This design comes from an exercise in tuning for small area on the open sky130 flow, not from production work.
Where RTL was checked, it was by simulation tests only, not by an equivalence proof against the original.
Power figures rest on the tool's default switching activity, not on a simulated workload.

==> exp/fjord: inputs <==
// systolic_array_4x4
module systolic_array_4x4
(
    input  logic       clk,
    input  logic       rst,
    input  logic       start_signal,
    input  logic       wen,
    input  logic [7:0] inp_north0,
    input  logic [7:0] inp_north1,
    input  logic [7:0] inp_north2,
    input  logic [7:0] inp_north3,
    input  logic [7:0] inp_west0,
    input  logic [7:0] inp_west1,
    input  logic [7:0] inp_west2,
    input  logic [7:0] inp_west3,
    output logic [4:0] count,
    output logic [7:0] activation_result12,
    output logic [7:0] activation_result13,
    output logic [7:0] activation_result14,
    output logic [7:0] activation_result15
);
    logic [1:0] ptr;
    logic       rst_n;
    assign rst_n = ~rst;
    always_ff @(posedge clk) begin
        if (rst)               count <= 5'd0;
        else if (start_signal) count <= count + 5'd1;
    end
    always_ff @(posedge clk) begin
        if (rst)      ptr <= 2'd0;
        else if (wen) ptr <= ptr + 2'd1;
        else          ptr <= 2'd0;
    end
    logic [3:0] e1t;
    logic [7:0] e1d0;
    logic [7:0] e1d1;
    logic [7:0] e1d2;
    logic [7:0] e1d3;
    logic [2:0] e2t;
    logic [7:0] e2d0;
    logic [7:0] e2d1;
    logic [7:0] e2d2;
    logic [7:0] e2d3;
    logic [1:0] e3t;
    logic [7:0] e3d0;
    logic [7:0] e3d1;
    logic [7:0] e3d2;
    logic [7:0] e3d3;
    logic [0:0] e4t;
  ...
Settings: LEC_CHECK=0, CAP_MARGIN=20, CORE_MARGIN=2, CORE_UTILIZATION=60, CTS_BUF_LIST=sky130_fd_sc_hd__clkbuf_16, CTS_CLUSTER_DIAMETER=100, CTS_CLUSTER_SIZE=30, GPL_TIMING_DRIVEN=0, SLEW_MARGIN=20, SYNTH_HIERARCHICAL=1, SYNTH_MINIMUM_KEEP_SIZE=0; clock period 7.0 ns.
run.sh (not shown) runs the stock make flow with config.mk's settings and CLKGATE_MAP_FILE= SYNTH_SCRIPT=/design/flow/synth_recipe.tcl, a recipe that flattens the netlist after the stock synthesis.
==> exp/garnet: changes against exp/fjord <==
==> flow/flow/run.sh (new file) <==
#!/bin/bash
set -euo pipefail
bash standard.sh \
  'BUFFER_PORTS_ARGS=-buffer_cell sky130_fd_sc_hd__buf_1' \
  'CTS_ARGS=-sink_clustering_enable -repair_clock_nets -buf_list sky130_fd_sc_hd__clkbuf_16 -sink_clustering_size 30 -sink_clustering_max_diameter 100 -dont_use_dummy_load' \
  finish > standard.log 2>&1
==> flow/standard.sh (new file) <==
#!/bin/bash
# synth_recipe.tcl (not shown) runs the flow's synth.tcl, then flattens the netlist and writes it again
# the make line also repeats each setting of config.mk as NAME=value (left out here)
make -C /OpenROAD-flow-scripts/flow DESIGN_CONFIG=/design/flow/config.mk WORK_HOME=/design/flow/orfs CLKGATE_MAP_FILE= SYNTH_SCRIPT=/design/flow/synth_recipe.tcl "${@:-finish}"
- CORE_UTILIZATION: 60 -> 40
removed: flow/run.sh
==> exp/onyx: changes against exp/fjord <==
- CORE_UTILIZATION: 60 -> 40
- GPL_TIMING_DRIVEN: 0 -> not set
==> exp/nickel: changes against exp/fjord <==
- CORE_UTILIZATION: 60 -> 40
==> qor summary <==
| metric | exp/nickel | exp/garnet | exp/onyx | exp/fjord |
|---|---|---|---|---|
| Overall fraction of global-route tracks in use | 21.2% | 21.3% | 23.2% | 32.8% |
| Detailed-route vias per instance | 5.09 | 5.05 | 5.12 | 5.75 |
| Detail-routed net length per standard cell | 21.9 µm | 22.0 µm | 23.4 µm | 24.7 µm |
| Routability-driven placement congestion ratio | 0.912 | 0.927 | 0.989 | 0.961 |
| Full die area | 96,400 µm² | 96,400 µm² | 96,400 µm² | 64,600 µm² |
| Met3 Track Usage GR | 3.53% | 3.22% | 4.28% | 4.31% |
| Std-Cell Rows | 112 | 112 | 112 | 91 |
| Status | timing/DRC/antenna clean | timing/DRC/antenna clean | timing/DRC/antenna clean | timing/DRC/antenna clean |
| Clock transition at path regs | 110 ps | 110 ps | 100 ps | 110 ps |
| Critical path data required time | 7450 ps | 7410 ps | 7500 ps | 7500 ps |
| Count of TritonRoute iterations in the first routing pass | 5 | 6 | 5 | 5 |
| Via count of the routed design | 22,500 | 22,300 | 23,400 | 23,200 |
| Combinational group power | 0.00385 W | 0.00375 W | 0.00396 W | 0.00392 W |
| Detailed placer's ending HPWL | 80,600 µm | 80,100 µm | 89,900 µm | 79,800 µm |
| Chip width | 310 µm | 310 µm | 310 µm | 254 µm |
| Sequential power | 0.00323 W | 0.00323 W | 0.00321 W | 0.00324 W |
| Core region area | 93,200 µm² | 93,200 µm² | 93,200 µm² | 61,800 µm² |

========
==> yarrow <==
Another version of the RTL of systolic_array_4x4 (not shown whole).
// systolic_array_4x4
module systolic_array_4x4
(
    input  logic       clk,
    input  logic       rst,
    input  logic       start_signal,
    input  logic       wen,
    input  logic [7:0] inp_north0,
    input  logic [7:0] inp_north1,
    input  logic [7:0] inp_north2,
    input  logic [7:0] inp_north3,
    input  logic [7:0] inp_west0,
    input  logic [7:0] inp_west1,
    input  logic [7:0] inp_west2,
    input  logic [7:0] inp_west3,
    output logic [4:0] count,
    output logic [7:0] activation_result12,
    output logic [7:0] activation_result13,
    output logic [7:0] activation_result14,
    output logic [7:0] activation_result15
);
Settings: LEC_CHECK=0, CAP_MARGIN=20, CORE_MARGIN=2, CORE_UTILIZATION=40, CTS_BUF_LIST=sky130_fd_sc_hd__clkbuf_4, CTS_CLUSTER_SIZE=20, SLEW_MARGIN=20, SYNTH_HIERARCHICAL=1, SYNTH_MINIMUM_KEEP_SIZE=0; clock period 7.0 ns.
Stock flow here: none of the scripts above is used.
==> inputs of quartz, as changes to yarrow <==
--- a/flow/config.mk
+++ b/flow/config.mk
@@ -9,6 +9,4 @@
 export CORE_MARGIN = 2
 export CORE_UTILIZATION = 40
-export CTS_BUF_LIST = sky130_fd_sc_hd__clkbuf_4
-export CTS_CLUSTER_SIZE = 20
 export SLEW_MARGIN = 20
 export SYNTH_HIERARCHICAL = 1
==> run notes <==
| item | yarrow | quartz |
|---|---|---|
| Library cell appearing most often on the critical path | sky130_fd_sc_hd__fa_2 | sky130_fd_sc_hd__fa_1 |
| Levels on crit path | 19 | 16 |
| Run status | timing/DRC/antenna clean | timing/DRC/antenna clean |
| Fraction of final layout cells sized beyond drive strength 1 | 15.5% | 12.4% |
| Wire length on met2 | 37900 um | 37500 um |
| Met1 Wirelength | 39600 um | 39900 um |
| Final Worst Setup Slack | 204 ps | 180 ps |
| Final critical delay including setup and external delays | 6800 ps | 6820 ps |
| Switching part of the total power | 36.2% | 35.4% |
| Clock buffers and inverters, area share | 4.59% | 5.01% |
| Total global routing track utilization | 16.4% | 16.2% |
| Source-to-sink clock delay at the later pin of the worst-skew pair | 1040 ps | 630 ps |
| Peak supply drop | 186 uV | 186 uV |
| Final antenna diode count | 3 | 6 |

========
==> 10-07: inputs <==
systolic_array_4x4, a different RTL version from the one above (not shown whole).
export LEC_CHECK = 0
export CAP_MARGIN = 20
export CORE_MARGIN = 2
export CORE_UTILIZATION = 50
export CTS_BUF_LIST = sky130_fd_sc_hd__clkbuf_16
export CTS_CLUSTER_DIAMETER = 100
export CTS_CLUSTER_SIZE = 30
export GPL_TIMING_DRIVEN = 0
export SLEW_MARGIN = 20
export SYNTH_HIERARCHICAL = 1
export SYNTH_MINIMUM_KEEP_SIZE = 0
create_clock -name core_clock -period 7.0 [get_ports {clk}]
standard.sh (not shown) runs the stock make flow with config.mk's settings and CLKGATE_MAP_FILE= SYNTH_SCRIPT=/design/flow/synth_recipe.tcl, a recipe that flattens the netlist after the stock synthesis.
==> flow/flow/run.sh <==
#!/bin/bash
set -euo pipefail
bash standard.sh \
  'BUFFER_PORTS_ARGS=-buffer_cell sky130_fd_sc_hd__buf_1' \
  'CTS_ARGS=-sink_clustering_enable -repair_clock_nets -buf_list sky130_fd_sc_hd__clkbuf_16 -sink_clustering_size 30 -sink_clustering_max_diameter 100 -dont_use_dummy_load' \
  finish > standard.log 2>&1
==> inputs of 04-23, as changes to 10-07 <==
Settings changed: CORE_UTILIZATION 50 to 40.
==> run notes <==
quantity	10-07	04-23
Clock network fraction of total power	0.083	0.087
Clock network power	1.47 mW	1.53 mW
Initial core utilization	0.507	0.404
Met3 wire len	8620 um	6480 um
Worst hold endpoint	e2d1[4]	ac2_2[3]
Sw Ratio	0.483	0.481
VDD IR-drop max	0.000925 V	0.000901 V
Status	timing/DRC/antenna clean	timing/DRC/antenna clean
Worst reg-to-reg path cell count	17	18
Post-layout util	0.543	0.434
Share of post-route cells with drive strength above 1	0.0347	0.0287
Setup slack of the worst register-to-register path	0.18 ns	0.25 ns
CTS-repair resized insts	3	11
HPWL after DPL	82100 um	78000 um
Post-place setup slack	-0.248 ns	-0.294 ns
Total number of nets in the final design	4006	3990
Vias/cell	5.69	5.33
Total area of sequential cells	11000 sq um	11000 sq um
Number of buffers created by CTS	25	26
Area of combinational cells with multiple inputs	25400 sq um	25400 sq um
Multi-input gate share of the layout cell area	0.651	0.649
Number of standard-cell rows in the floorplan	98	110
Via count of the first global-routing pass	25600	24400
Combinational Power	13.0 mW	12.8 mW
Crit path capture	res0[2]	res0[3]
Data required, critical path	7.41 ns	7.44 ns

========
==> inputs of job 6391 <==
systolic_array_4x4, a different RTL version from the one above (not shown whole).
==> flow/config.mk <==
export PLATFORM = sky130hd
export DESIGN_NAME = systolic_array_4x4
export DESIGN_NICKNAME = systolic_array_4x4
export VERILOG_FILES = /design/flow/design.v
export SDC_FILE = /design/flow/constraint.sdc
export NUM_CORES = 4
export LEC_CHECK = 0
export CAP_MARGIN = 20
export CORE_MARGIN = 2
export CORE_UTILIZATION = 40
export CTS_BUF_LIST = sky130_fd_sc_hd__clkbuf_16
export CTS_CLUSTER_DIAMETER = 100
export CTS_CLUSTER_SIZE = 30
export GPL_TIMING_DRIVEN = 0
export SLEW_MARGIN = 20
export SYNTH_HIERARCHICAL = 1
export SYNTH_MINIMUM_KEEP_SIZE = 0
==> flow/constraint.sdc <==
create_clock -name core_clock -period 7.0 [get_ports {clk}]
set_input_delay 1.4000 -clock core_clock [delete_from_list [all_inputs] [get_ports {clk}]]
set_output_delay 1.4000 -clock core_clock [all_outputs]
set_load 0.01 [all_outputs]
Scripts as last shown in full above: flow/flow/run.sh
==> inputs of job 5133, as changes to job 6391 <==
==> flow/run.sh (new file) <==
#!/bin/bash
# synth_recipe.tcl (not shown) runs the flow's synth.tcl, then flattens the netlist and writes it again
# the make line also repeats each setting of config.mk as NAME=value (left out here)
make -C /OpenROAD-flow-scripts/flow DESIGN_CONFIG=/design/flow/config.mk WORK_HOME=/design/flow/orfs CLKGATE_MAP_FILE= SYNTH_SCRIPT=/design/flow/synth_recipe.tcl finish
removed: flow/flow/run.sh
removed: flow/standard.sh
==> run notes <==
In flip-flop and latch count, job 6391 and job 5133 do not differ.
In job 6391 the setup slack is lower than in job 5133, by 0.0072 ns.
Of job 5133 and job 6391, job 5133 has the higher clock power (gap about 18%, measured against job 6391).
Clock-buffer cell count: job 5133 is higher than job 6391 (1).
In via count, job 5133 and job 6391 hardly differ.
In job 5133 the combinational power is larger than in job 6391, by about 3%.
Wire length is about the same in job 5133 and job 6391.
Between job 6391 and job 5133, the lower power is in job 6391 (gap 4.1%, measured against job 5133).
First-iteration DRC count: job 5133 is smaller than job 6391 (6.8%).
No functional check of the RTL was part of any run of this note.

========
==> inputs of raven <==
systolic_array_4x4, a different RTL version from the one above (not shown whole).
clock: 7.0 ns
lec_check: 0
cap_margin: 20
core_margin: 2
core_utilization: 40
cts_buf_list: sky130_fd_sc_hd__clkbuf_16
cts_cluster_diameter: 100
cts_cluster_size: 30
gpl_timing_driven: 0
slew_margin: 20
synth_hierarchical: 1
synth_minimum_keep_size: 0
run.sh (not shown) runs the stock make flow with config.mk's settings and CLKGATE_MAP_FILE= SYNTH_SCRIPT=/design/flow/synth_recipe.tcl, a recipe that flattens the netlist after the stock synthesis.
Stock flow here: none of the scripts above is used.
==> amber: changes against raven <==
==> flow/flow/run.sh (new file) <==
#!/bin/bash
set -euo pipefail
bash standard.sh \
  'BUFFER_PORTS_ARGS=-buffer_cell sky130_fd_sc_hd__buf_1' \
  'CTS_ARGS=-sink_clustering_enable -repair_clock_nets -buf_list sky130_fd_sc_hd__clkbuf_16 -sink_clustering_size 30 -sink_clustering_max_diameter 100 -dont_use_dummy_load' \
  finish > standard.log 2>&1
==> flow/standard.sh (new file) <==
#!/bin/bash
# synth_recipe.tcl (not shown) runs the flow's synth.tcl, then flattens the netlist and writes it again
# the make line also repeats each setting of config.mk as NAME=value (left out here)
make -C /OpenROAD-flow-scripts/flow DESIGN_CONFIG=/design/flow/config.mk WORK_HOME=/design/flow/orfs CLKGATE_MAP_FILE= SYNTH_SCRIPT=/design/flow/synth_recipe.tcl "${@:-finish}"
removed: flow/run.sh
==> qor summary <==
| metric | raven | amber |
|---|---|---|
| Status | timing/DRC/antenna clean | timing/DRC/antenna clean |
| Number of buffers added by the clock tree synthesis step | 24 | 25 |
| Setup Skew | 55.4 ps | 80.3 ps |
| Switching component of the power | 3.17 mW | 3.06 mW |
| Summed area of non-filler cells in the final layout | 0.0406 mm^2 | 0.0397 mm^2 |
| Maximum fanout count along the critical path | 7 | 9 |
| Delay contributed by the slowest stage of the critical path | 630 ps | 780 ps |
| Total clock network power | 1.71 mW | 1.46 mW |
| Layout Area Growth over Synthesis | 9.55% | 7.21% |
| Global-route wire length before repair | 152 mm | 153 mm |
| Hpwl dp | 77.8 mm | 78.3 mm |
| Average wire length per cell after detail routing | 23.0 um | 23.1 um |
| Setup slack at placement | 196 ps | 189 ps |
| LEAKAGE | 14.4 nW | 14.0 nW |
| Internal power | 5.36 mW | 5.13 mW |
| Slowest CP cell | fa_1 | dfxtp_1 |
| Fraction of final layout cells sized beyond drive strength 1 | 0.0224 | 0.0193 |

========
==> 07-23 <==
Another version of the RTL of systolic_array_4x4 (not shown whole).
## systolic_array_4x4
module systolic_array_4x4
(
    input  logic       clk,
    input  logic       rst,
    input  logic       start_signal,
    input  logic       wen,
    input  logic [7:0] inp_north0,
    input  logic [7:0] inp_north1,
    input  logic [7:0] inp_north2,
    input  logic [7:0] inp_north3,
    input  logic [7:0] inp_west0,
    input  logic [7:0] inp_west1,
    input  logic [7:0] inp_west2,
    input  logic [7:0] inp_west3,
    output logic [4:0] count,
    output logic [7:0] activation_result12,
    output logic [7:0] activation_result13,
    output logic [7:0] activation_result14,
    output logic [7:0] activation_result15
);
    logic [1:0] ptr;
    logic       rst_n;
    assign rst_n = ~rst;
    always_ff @(posedge clk) begin
        if (rst)               count <= 5'd0;
        else if (start_signal) count <= count + 5'd1;
    end
    always_ff @(posedge clk) begin
        if (rst)      ptr <= 2'd0;
  ...
clock: 7.0 ns
lec_check: 0
cap_margin: 20
core_margin: 2
core_utilization: 40
cts_buf_list: sky130_fd_sc_hd__clkbuf_16
cts_cluster_diameter: 100
cts_cluster_size: 30
slew_margin: 20
synth_hierarchical: 1
synth_minimum_keep_size: 0
Stock flow here: none of the scripts above is used.
==> 08-13: changes against 07-23 <==
- CTS_BUF_LIST: sky130_fd_sc_hd__clkbuf_16 -> sky130_fd_sc_hd__clkbuf_8
- CTS_CLUSTER_DIAMETER: 100 -> 60
- CTS_CLUSTER_SIZE: 30 -> 18
==> 03-09: changes against 07-23 <==
- CTS_BUF_LIST: sky130_fd_sc_hd__clkbuf_16 -> unset
- CTS_CLUSTER_DIAMETER: 100 -> unset
- CTS_CLUSTER_SIZE: 30 -> unset
==> summary of the runs <==
The lowest clock power belongs to 07-23, the highest to 03-09. In sequential power, 08-13 and 07-23 hardly differ. Sequential cell count is the same in 07-23 and 03-09. Count of clock-buffer cells in the layout, highest first: 03-09, 08-13, 07-23. Combinational power is about the same in 07-23 and 03-09. Die area is the same in 07-23 and 08-13. Final cell count, lowest first: 07-23, 08-13, 03-09.

========
==> inputs of v5 <==
systolic_array_4x4 with an RTL version that a note above also has.
Settings: LEC_CHECK=0, CAP_MARGIN=20, CORE_MARGIN=2, CORE_UTILIZATION=40, CTS_BUF_LIST=sky130_fd_sc_hd__clkbuf_16, CTS_CLUSTER_DIAMETER=100, CTS_CLUSTER_SIZE=30, GPL_TIMING_DRIVEN=0, SLEW_MARGIN=20, SYNTH_HIERARCHICAL=1, SYNTH_MINIMUM_KEEP_SIZE=0; clock period 7.0 ns.
standard.sh (not shown) runs the stock make flow with config.mk's settings and CLKGATE_MAP_FILE= SYNTH_SCRIPT=/design/flow/synth_recipe.tcl, a recipe that flattens the netlist after the stock synthesis.
==> flow/flow/run.sh <==
#!/bin/bash
set -euo pipefail
bash standard.sh \
  'BUFFER_PORTS_ARGS=-buffer_cell sky130_fd_sc_hd__buf_1' \
  'CTS_ARGS=-sink_clustering_enable -repair_clock_nets -buf_list sky130_fd_sc_hd__clkbuf_8 -sink_clustering_size 18 -sink_clustering_max_diameter 60 -dont_use_dummy_load' \
  finish > standard.log 2>&1
==> v34 (differences from v5) <==
==> flow/flow/run.sh (replaced) <==
#!/bin/bash
set -euo pipefail
bash standard.sh \
  'BUFFER_PORTS_ARGS=-buffer_cell sky130_fd_sc_hd__buf_1' \
  'CTS_ARGS=-sink_clustering_enable -repair_clock_nets -buf_list sky130_fd_sc_hd__clkbuf_16 -sink_clustering_size 30 -sink_clustering_max_diameter 100 -dont_use_dummy_load' \
  finish > standard.log 2>&1
- CORE_UTILIZATION: 40 -> 35
==> implementation parameters <==
Parameter                              Value

Outcome
  Status ... complete, no violations

Final layout
  Number of diodes added for antenna fixing ... 2
  Fraction of layout cells with a size suffix above 1 ... under 10%
  Multi-input logic portion of the cell area ... 64.0%

Power and ir drop
  Cell Int Power ... 9.27 mW
  Power, Total ... between 15 and 20 mW

Place
  Cell count after placement ... roughly 4300
  Half-perimeter wire length of the detailed placement result ... about 80 mm

Routing
  Metal1 wirelength ... between 30 and 40 mm

Clocking
  TritonCTS Buffers ... 30

Worst setup path
  Launch point of the worst reg-to-reg path ... wl20[3]
-- figures above: v34

==> implementation parameters <==
Parameter                              Value

Final layout
  Multi-input logic portion of the cell area ... 64.8%
  Final non-clock buffer share ... 1.36%
  Number of diodes added for antenna fixing ... 5

Logic synthesis
  Library cell with the largest summed area after synthesis ... sky130_fd_sc_hd__fa_1
  Most numerous cell types in the synthesized netlist ... sky130_fd_sc_hd__fa_1, sky130_fd_sc_hd__nor2_1, sky130_fd_sc_hd__dfxtp_1, sky130_fd_sc_hd__or2_1, sky130_fd_sc_hd__edfxtp_1

Worst setup path
  Launch point of the worst reg-to-reg path ... wl20[1]
  Slowest stage cell on the critical path ... sky130_fd_sc_hd__edfxtp_1

Place
  Half-perimeter wire length of the detailed placement result ... slightly below 80 mm
  Cell count after placement ... around 4100

Routing
  Metal1 wirelength ... about 40 mm

Outcome
  Status ... complete, no violations

Power and ir drop
  Cell Int Power ... approximately 9 mW

Clocking
  TritonCTS Buffers ... between 40 and 50

Run
  Max-cap violations ... 0
-- figures above: v5

[afterwards: timing with drivers on the ports]
How much do the figures lean on ideal ports? The routed layouts below were timed once more, with nothing changed but the port constraints. Step 1 (the two cells are an assumption about what drives the block):
set clk [get_ports {clk}]
set_driving_cell -lib_cell sky130_fd_sc_hd__clkbuf_16 $clk
set_driving_cell -lib_cell sky130_fd_sc_hd__buf_2 [delete_from_list [all_inputs] $clk]
Step 2 times the ports against the registers' clock, not the clock port: input delays grow and output delays shrink by t, the midpoint of the rising clock arrivals with the driver on. Three values: no drivers, after step 1, after step 2; two values: the first two.
run	t, ns	setup WS [ns]	worst data-port slew with drivers (ns)
exp/fjord	0.661	0.169 / 0.169 / 0.169	0.07
exp/garnet	0.634	0.088 / 0.088 / 0.088	0.08
exp/onyx	0.678	0.199 / 0.199 / 0.199	0.07
exp/nickel	0.647	0.137 / 0.137 / 0.137	0.09
yarrow	1.058	0.204 / 0.204 / -0.576	0.07
quartz	0.687	0.180 / 0.187 / -0.459	0.07
10-07	0.629	0.178 / 0.178 / 0.178	0.05
04-23	0.668	0.254 / 0.254 / 0.254	0.07
job 6391	0.625	0.274 / 0.274 / 0.274	0.09
job 5133	0.653	0.282 / 0.282 / 0.282	0.10
raven	0.647	0.200 / 0.200 / 0.200	0.08
amber	0.625	0.296 / 0.296 / 0.296	0.04
07-23	0.655	0.167 / 0.167 / 0.167	0.07
08-13	0.744	0.210 / 0.210 / 0.210	0.06
03-09	0.673	0.168 / 0.168 / 0.168	0.06
v5	0.734	0.259 / 0.259 / 0.259	0.08
v34	0.696	0.141 / 0.141 / 0.141	0.08
Met with ideal ports but missed after step 2: setup timing in yarrow and quartz. The setup slack of yarrow, which loses most, moves by 0.000 ns with the drivers and by -0.780 ns with both steps.
